From an optimization exercise on the open Yosys and OpenROAD flow, aimed at small area and a short achievable clock period; shortcuts taken in it are not production practice.

==> sierra: inputs <==
// cpu
module cpu (
  input  logic          clk,
  input  logic          reset,
  output logic [15:0]   bAddr,
  input  logic [15:0]   bMemRead,
  output logic [15:0]   aAddr,
  input  logic [15:0]   aMemRead,
  output logic [15:0]   ifPc,
  output logic [15:0]   ifIr,
  output logic [15:0]   exCalResult,
  output logic [1:0]    exMemControl,
  output logic [3:0]    meRegisterT,
  output logic          meWriteEnable,
  output logic [15:0]   meCalResult,
  output logic          tFlag,
  output logic [175:0]  registerValue
);
clock: 6.0 ns
lec_check: 0
cap_margin: 20
core_margin: 2
core_utilization: 40
setup_slack_margin: 3.0
slew_margin: 20
standard.sh (not shown) runs the stock make flow with config.mk's settings and CLKGATE_MAP_FILE= SYNTH_SCRIPT=/design/flow/synth_recipe.tcl, a recipe that flattens the netlist after the stock synthesis.
==> flow/flow/run.sh <==
#!/bin/bash
# The standard layout, with three changes:
#  - synthesis maps with flow/map.abc (area-leaning) and without the
#    full/half adder cells (adders stay plain gates for abc);
#  - ports are buffered with the smallest buffer instead of a delay cell;
# everything else (floorplan, tap cells, power grid, placement, CTS,
# routing) is the standard flow's own flow, run through standard.sh.
set -euo pipefail
here=$(pwd)
bash standard.sh ADDER_MAP_FILE= SYNTH_SCRIPT="$here/flow/my_synth.tcl" \
  "BUFFER_PORTS_ARGS=-buffer_cell sky130_fd_sc_hd__buf_1" finish > "$here/standard_flow.log" 2>&1
==> flow/flow/map.abc <==
strash
&get -n
&fraig -x
&put
scorr
dc2
strash
dch -f
map -D 3000
topo
stime -c
buffer -c
upsize -c -D 3000
dnsize -c -D 3000
==> flow/flow/my_synth.tcl <==
# Standard synthesis script with one change: abc maps with the area-leaning
# script next to this file (the flip-flops are mapped before abc, so
# registers, their names and cells are the standard synthesis's).
set ::my_abc_script [file join [file dirname [file normalize [info script]]] map.abc]
proc abc {args} {
  set i [lsearch -exact $args -script]
  if { $i >= 0 } { set args [lreplace $args [expr {$i + 1}] [expr {$i + 1}] $::my_abc_script] }
  yosys abc {*}$args
}
proc synth {args} { yosys synth -nofsm -noshare {*}$args }
source $::env(SCRIPTS_DIR)/synth.tcl
# left out here: clear keep_hierarchy, flatten, clean up, hide names made inside functions, write 1_2_yosys.v
==> lagoon: changes against sierra <==
--- a/flow/design.v
+++ b/flow/design.v
@@ -22,14 +22,79 @@
     ALU_PASS, ALU_ADD, ALU_SUB, ALU_AND, ALU_OR, ALU_XOR, ALU_CMPEQ, ALU_CMPGT
   } aluOp_t;
   typedef enum logic [1:0] {MEM_NONE, MEM_LOAD} memOp_t;
   typedef enum logic [2:0] {JUMP_NONE, JUMP_REL, JUMP_REG} jumpOp_t;
   typedef enum logic [1:0] {BYP_FILE, BYP_EX, BYP_ME, BYP_IMM} bypassSel_t;
 endpackage
 `timescale 1ns/1ns
+module adder16 (
+  input  logic [15:0] a,
+  input  logic [15:0] b,
+  input  logic        cin,
+  output logic [15:0] sum,
+  output logic        c15,
+  output logic [15:0] andAB,
+  output logic [15:0] xorAB
+);
+  logic [15:0] g, p, gp;
+  assign andAB = a & b;
+  assign xorAB = a ^ b;
+  always_comb begin
+    g = andAB;
+    p = xorAB;
+    g[0] = g[0] | (p[0] & cin);
+    gp = p;
+    for (int l = 0; l < 4; l++) begin
+      for (int i = 15; i >= 0; i--) begin
+        if (((i >> l) & 1) == 1) begin
+          g[i]  = g[i] | (gp[i] & g[((i >> l) << l) - 1]);
+          gp[i] = gp[i] & gp[((i >> l) << l) - 1];
+        end
+      end
+    end
+  end
+  assign sum = p ^ {g[14:0], cin};
+  assign c15 = g[14];
+endmodule
+module addS8 (
+  input  logic [15:0] a,
+  input  logic [7:0]  b,
+  output logic [15:0] y
+);
+  logic [7:0] g, p, gp, hi, inc, dec;
+  logic       allOnes, allZeros, carry;
+  always_comb begin
+    g = a[7:0] & b;
+    p = a[7:0] ^ b;
+    gp = p;
+    for (int l = 0; l < 3; l++) begin
+      for (int i = 7; i >= 0; i--) begin
+        if (((i >> l) & 1) == 1) begin
+          g[i]  = g[i] | (gp[i] & g[((i >> l) << l) - 1]);
+          gp[i] = gp[i] & gp[((i >> l) << l) - 1];
+        end
+      end
+    end
+    carry = g[7];
+    hi = a[15:8];
+    allOnes  = 1'b1;
+    allZeros = 1'b1;
+    for (int i = 0; i < 8; i++) begin
+      inc[i]   = hi[i] ^ allOnes;
+      dec[i]   = hi[i] ^ allZeros;
+      allOnes  = allOnes & hi[i];
+      allZeros = allZeros & !hi[i];
+    end
+    y[7:0] = p ^ {g[6:0], 1'b0};
+    if (carry && !b[7])      y[15:8] = inc;
+    else if (!carry && b[7]) y[15:8] = dec;
+    else                     y[15:8] = hi;
+  end
+endmodule
+`timescale 1ns/1ns
 module cpu (
   input  logic          clk,
   input  logic          reset,
   output logic [15:0]   bAddr,
   input  logic [15:0]   bMemRead,
   output logic [15:0]   aAddr,
   input  logic [15:0]   aMemRead,
@@ -39,62 +104,14 @@
   output logic [1:0]    exMemControl,
   output logic [3:0]    meRegisterT,
   output logic          meWriteEnable,
   output logic [15:0]   meCalResult,
   output logic          tFlag,
   output logic [175:0]  registerValue
 );
-  function automatic logic [16:0] carries16(input logic [15:0] a, input logic [15:0] b, input logic cin);
-    logic [15:0] g, p;
-    g = a & b;
-    p = a ^ b;
-    g[0] = g[0] | (p[0] & cin);
-    for (int l = 0; l < 4; l++) begin
-      for (int i = 15; i >= 0; i--) begin
-        if (((i >> l) & 1) == 1) begin
-          g[i] = g[i] | (p[i] & g[((i >> l) << l) - 1]);
-          p[i] = p[i] & p[((i >> l) << l) - 1];
-        end
-      end
-    end
-    carries16 = {g, cin};
-  endfunction
-  function automatic logic [8:0] carries8(input logic [7:0] a, input logic [7:0] b);
-    logic [7:0] g, p;
-    g = a & b;
-    p = a ^ b;
-    for (int l = 0; l < 3; l++) begin
-      for (int i = 7; i >= 0; i--) begin
-        if (((i >> l) & 1) == 1) begin
-          g[i] = g[i] | (p[i] & g[((i >> l) << l) - 1]);
-          p[i] = p[i] & p[((i >> l) << l) - 1];
-        end
-      end
-    end
-    carries8 = {g, 1'b0};
-  endfunction
-  function automatic logic [15:0] addS8(input logic [15:0] a, input logic [7:0] b);
-    logic [8:0] c;
-    logic [7:0] lo, hi, inc, dec;
-    logic       allOnes, allZeros;
-    c  = carries8(a[7:0], b);
-    lo = a[7:0] ^ b ^ c[7:0];
-    hi = a[15:8];
-    allOnes  = 1'b1;
-    allZeros = 1'b1;
-    for (int i = 0; i < 8; i++) begin
-      inc[i]   = hi[i] ^ allOnes;
-      dec[i]   = hi[i] ^ allZeros;
-      allOnes  = allOnes & hi[i];
-      allZeros = allZeros & !hi[i];
-    end
-    if (c[8] && !b[7])      addS8 = {inc, lo};
-    else if (!c[8] && b[7]) addS8 = {dec, lo};
-    else                    addS8 = {hi, lo};
-  endfunction
   logic [15:0] pc;
   logic [15:0] idIr;
   logic        inDelaySlot;
   logic [3:0]  exRegisterT;
   logic        exWriteEnable;
   logic        exLoad;
   logic [15:0] regs [11];
@@ -120,47 +137,45 @@
   logic decWriteEnable;
   assign decWriteEnable = (op >= 4'd1 && op <= 4'd7) || isLoad;
   logic [15:0] rs, rm;
   assign rs = sFromEx ? exCalResult : (sFromMe ? meCalResult : opS);
   assign rm = mFromEx ? exCalResult : (mFromMe ? meCalResult : opM);
   logic        invert, carryIn;
   logic [15:0] bOp, p, g, sum;
-  logic [16:0] c;
+  logic        c15;
   assign bOp    = rm ^ {16{invert}};
-  assign p      = rs ^ bOp;
-  assign g      = rs & bOp;
-  assign c      = carries16(rs, bOp, carryIn);
-  assign sum    = p ^ c[15:0];
+  adder16 aluAdder (.a(rs), .b(bOp), .cin(carryIn), .sum(sum), .c15(c15), .andAB(g), .xorAB(p));
   logic gt, eq;
-  assign gt = (!rs[15] && rm[15]) || ((!rs[15] || rm[15]) && c[15]);
+  assign gt = (!rs[15] && rm[15]) || ((!rs[15] || rm[15]) && c15);
   assign eq = p == 16'd0;
   logic [15:0] result;
-  always_comb begin
-    if (isAdd || isAddi || isSub) result = sum;
-    else if (isAnd)               result = g;
-    else if (isOr)                result = p | g;
-    else if (isXor)               result = p;
-    else                          result = rm;
-  end
+  logic selSum, selG, selP, selRm;
+  assign selSum = isAdd || isAddi || isSub;
+  assign selG   = isAnd || isOr;
+  assign selP   = isXor || isOr;
+  assign selRm  = !(selSum || selG || selP);
+  assign result = ({16{selSum}} & sum) | ({16{selG}} & g) | ({16{selP}} & p) | ({16{selRm}} & rm);
   logic tNext;
   assign tNext = isCmpGt ? gt : eq;
   logic [7:0] immA;
   always_comb begin
     if (isMovi)      immA = idIr[7:0];
     else if (isAddi) immA = {{4{idIr[3]}}, idIr[3:0]};
     else if (isLoad) immA = {4'b0, idIr[3:0]};
     else             immA = 8'd0;
   end
+  logic [15:0] addrNext;
+  addS8 addrAdder (.a(rs), .b(immA), .y(addrNext));
   logic jumpRel, jumpReg;
   assign jumpRel = !inDelaySlot && ((isBt && tFlag) || (isBf && !tFlag));
   assign jumpReg = !inDelaySlot && isJr;
   logic [15:0] pcAdd;
-  assign pcAdd = addS8(pc, jumpRel ? idIr[7:0] : 8'd1);
+  addS8 pcAdder (.a(pc), .b(jumpRel ? idIr[7:0] : 8'd1), .y(pcAdd));
   logic [15:0] nxtIr;
-  assign nxtIr = reset ? 16'd0 : bMemRead;
+  assign nxtIr = {reset ? 8'd0 : bMemRead[15:8], bMemRead[7:0]};
   logic [3:0] nS, nM;
   logic       nImm;
   assign nS   = bMemRead[7:4];
   assign nM   = bMemRead[3:0];
   assign nImm = nxtIr[15:13] == 3'b011;   
   logic [15:0] readS, readM, immM;
   logic sMeHit, mMeHit;
@@ -198,15 +213,15 @@
     opM         <= nImm ? immM : readM;
     sFromEx     <= nS < 4'd11 && decWriteEnable && idIr[11:8] == nS;
     sFromMe     <= nS < 4'd11 && exWriteEnable && exRegisterT == nS;
     mFromEx     <= !nImm && nM < 4'd11 && decWriteEnable && idIr[11:8] == nM;
     mFromMe     <= !nImm && nM < 4'd11 && exWriteEnable && exRegisterT == nM;
     exCalResult <= result;
     exRegisterT <= idIr[11:8];
-    aAddr       <= addS8(rs, immA);
+    aAddr       <= addrNext;
     meRegisterT <= exRegisterT;
   end
   logic [15:0] writeValue;
   assign writeValue = reset ? 16'd0 : meCalResult;
   always_ff @(posedge clk) begin
     for (int i = 0; i < 11; i++) begin
       if (reset || (meWriteEnable && meRegisterT == 4'(i))) regs[i] <= writeValue;
==> flow/flow/run.sh (replaced) <==
#!/bin/bash
# The standard layout, with these changes:
#  - synthesis: flow/my_synth.tcl (abc scripts flow/map.abc for the adder
#    modules, flow/top.abc for the rest; no full/half adder cells);
#  - ports are buffered with the smallest buffer instead of a delay cell;
#  - clock tree synthesis without dummy loads.
# Everything else (floorplan, tap cells, power grid, placement, CTS,
# routing) is the standard flow's own flow, run through standard.sh.
set -euo pipefail
here=$(pwd)
bash standard.sh ADDER_MAP_FILE= SYNTH_SCRIPT="$here/flow/my_synth.tcl" \
  "BUFFER_PORTS_ARGS=-buffer_cell sky130_fd_sc_hd__buf_1" \
  "CTS_ARGS=-sink_clustering_enable -repair_clock_nets -dont_use_dummy_load -buf_list sky130_fd_sc_hd__clkbuf_8" \
  finish > "$here/standard_flow.log" 2>&1
==> flow/flow/map.abc (replaced) <==
strash
map
topo
stime -c
buffer -c
upsize -c
dnsize -c
==> flow/flow/my_synth.tcl (replaced) <==
# The standard synthesis script (synth_recipe.tcl) with two changes:
#  - abc maps the adder modules with flow/map.abc (plain mapping of the
#    prefix trees as written) and the rest with flow/top.abc (area-leaning),
#    instead of ORFS's speed script;
#  - the adder modules keep their own hierarchy while abc maps, so abc sees
#    each adder alone; they are flattened at the end, as synth_recipe.tcl does.
# Flip-flops are mapped before abc and all live in the top module, so the
# registers, their names and cells are those of the standard synthesis.
set ::my_dir [file dirname [file normalize [info script]]]
set ::my_keep_done 0
proc abc {args} {
  set i [lsearch -exact $args -script]
  if { $i < 0 } { yosys abc {*}$args; return }
  set j [expr {$i + 1}]
  yosys abc {*}[lreplace $args $j $j $::my_dir/map.abc] adder16 addS8
  yosys abc {*}[lreplace $args $j $j $::my_dir/top.abc] cpu
}
proc synth {args} {
  if { !$::my_keep_done } {
    set ::my_keep_done 1
    yosys setattr -mod -set keep_hierarchy 1 adder16 addS8
  }
  yosys synth -nofsm -noshare {*}$args
}
source $::env(SCRIPTS_DIR)/synth.tcl
# left out here: clear keep_hierarchy, flatten, clean up, hide names made inside functions, write 1_2_yosys.v
==> flow/flow/top.abc (new file) <==
strash
&get -n
&fraig -x
&put
scorr
dc2
strash
&get -n
&dch -f
&nf
&put
==> nickel: changes against sierra <==
CORE_UTILIZATION = 60   (was 40)
==> results_dict.tcl <==
set metrics [dict create \
    yosys.area_share.simple 0.153 \
    largest_register_ff_count 176 \
    place.gp.congestion 0.946 \
    outcome "complete, no violations" \
    crit_type "in2reg" \
    die_x_um 198 \
    seq_area_um2 7930 \
]
That was lagoon.
==> results_dict.tcl <==
set metrics [dict create \
    stop_error "[ERROR GRT-0232] Routing congestion too high. Check the congestion heatmap in the GUI." \
    antenna_found_initial 12 \
    die_x_um 162 \
    outcome "stopped before the end" \
    yosysTopAreaCell "edfxtp_1" \
    preCtsSetupSlack_ps 1520 \
    synthTopCellsByCount "inv_1 (220), nand2_1 (206), nor2_1 (182)" \
    place.gp.congestion 1.01 \
    clk_root_buffer_cell "clkbuf_16" \
    die_h_um 162 \
    yosys.area_share.simple 0.136 \
    haltStage "global routing (5_1_grt)" \
    grt_use_met1 0.829 \
]
That was nickel.
==> results_dict.tcl <==
set metrics [dict create \
    holdWs_ps 402 \
    die_x_um 198 \
    seq_area_um2 7940 \
    finalCritPeriodShare 0.619 \
    yosys.area_share.simple 0.136 \
    largest_register_ff_count 176 \
    worstPathRequired_ps 6430 \
    outcome "complete, no violations" \
    setup_ws_ps 2290 \
    crit_type "reg2reg" \
    synth-xor-area-share 0.0333 \
    place.gp.congestion 0.985 \
    worst_pin_slew_ps 1070 \
]
That was sierra.
Function was not checked in any run of this note: the RTL went through the layout flow alone.

## port drivers added, routing unchanged
How much do the figures lean on ideal ports? The routed layouts below were timed once more, with nothing changed but the port constraints.
Step 1, drivers: a clkbuf_16 drives clk and a buf_2 each remaining input, both assumed.
Step 2, shift: input delay + t, output delay - t, t = (earliest + latest rising clock arrival at the registers) / 2. This alone moves slack from input paths to output paths.
Three values: ideal ports, drivers, drivers and shift; two values: the first two.
| run | t (ns) | slack for setup (ns) | hold WS [ns] | worst data-port slew with drivers (ns) |
|---|---|---|---|---|
| sierra | 0.607 | 2.289 / 2.289 / 2.289 | 0.402 / 0.402 / 0.402 | 0.04 |
| lagoon | 0.624 | 3.017 / 3.022 / 2.418 | 0.395 / 0.395 / 0.395 | 0.04 |
After both steps setup and hold are still met in every run listed. The setup slack of lagoon, which loses most, moves by +0.005 ns with the drivers and by -0.599 ns with both steps.
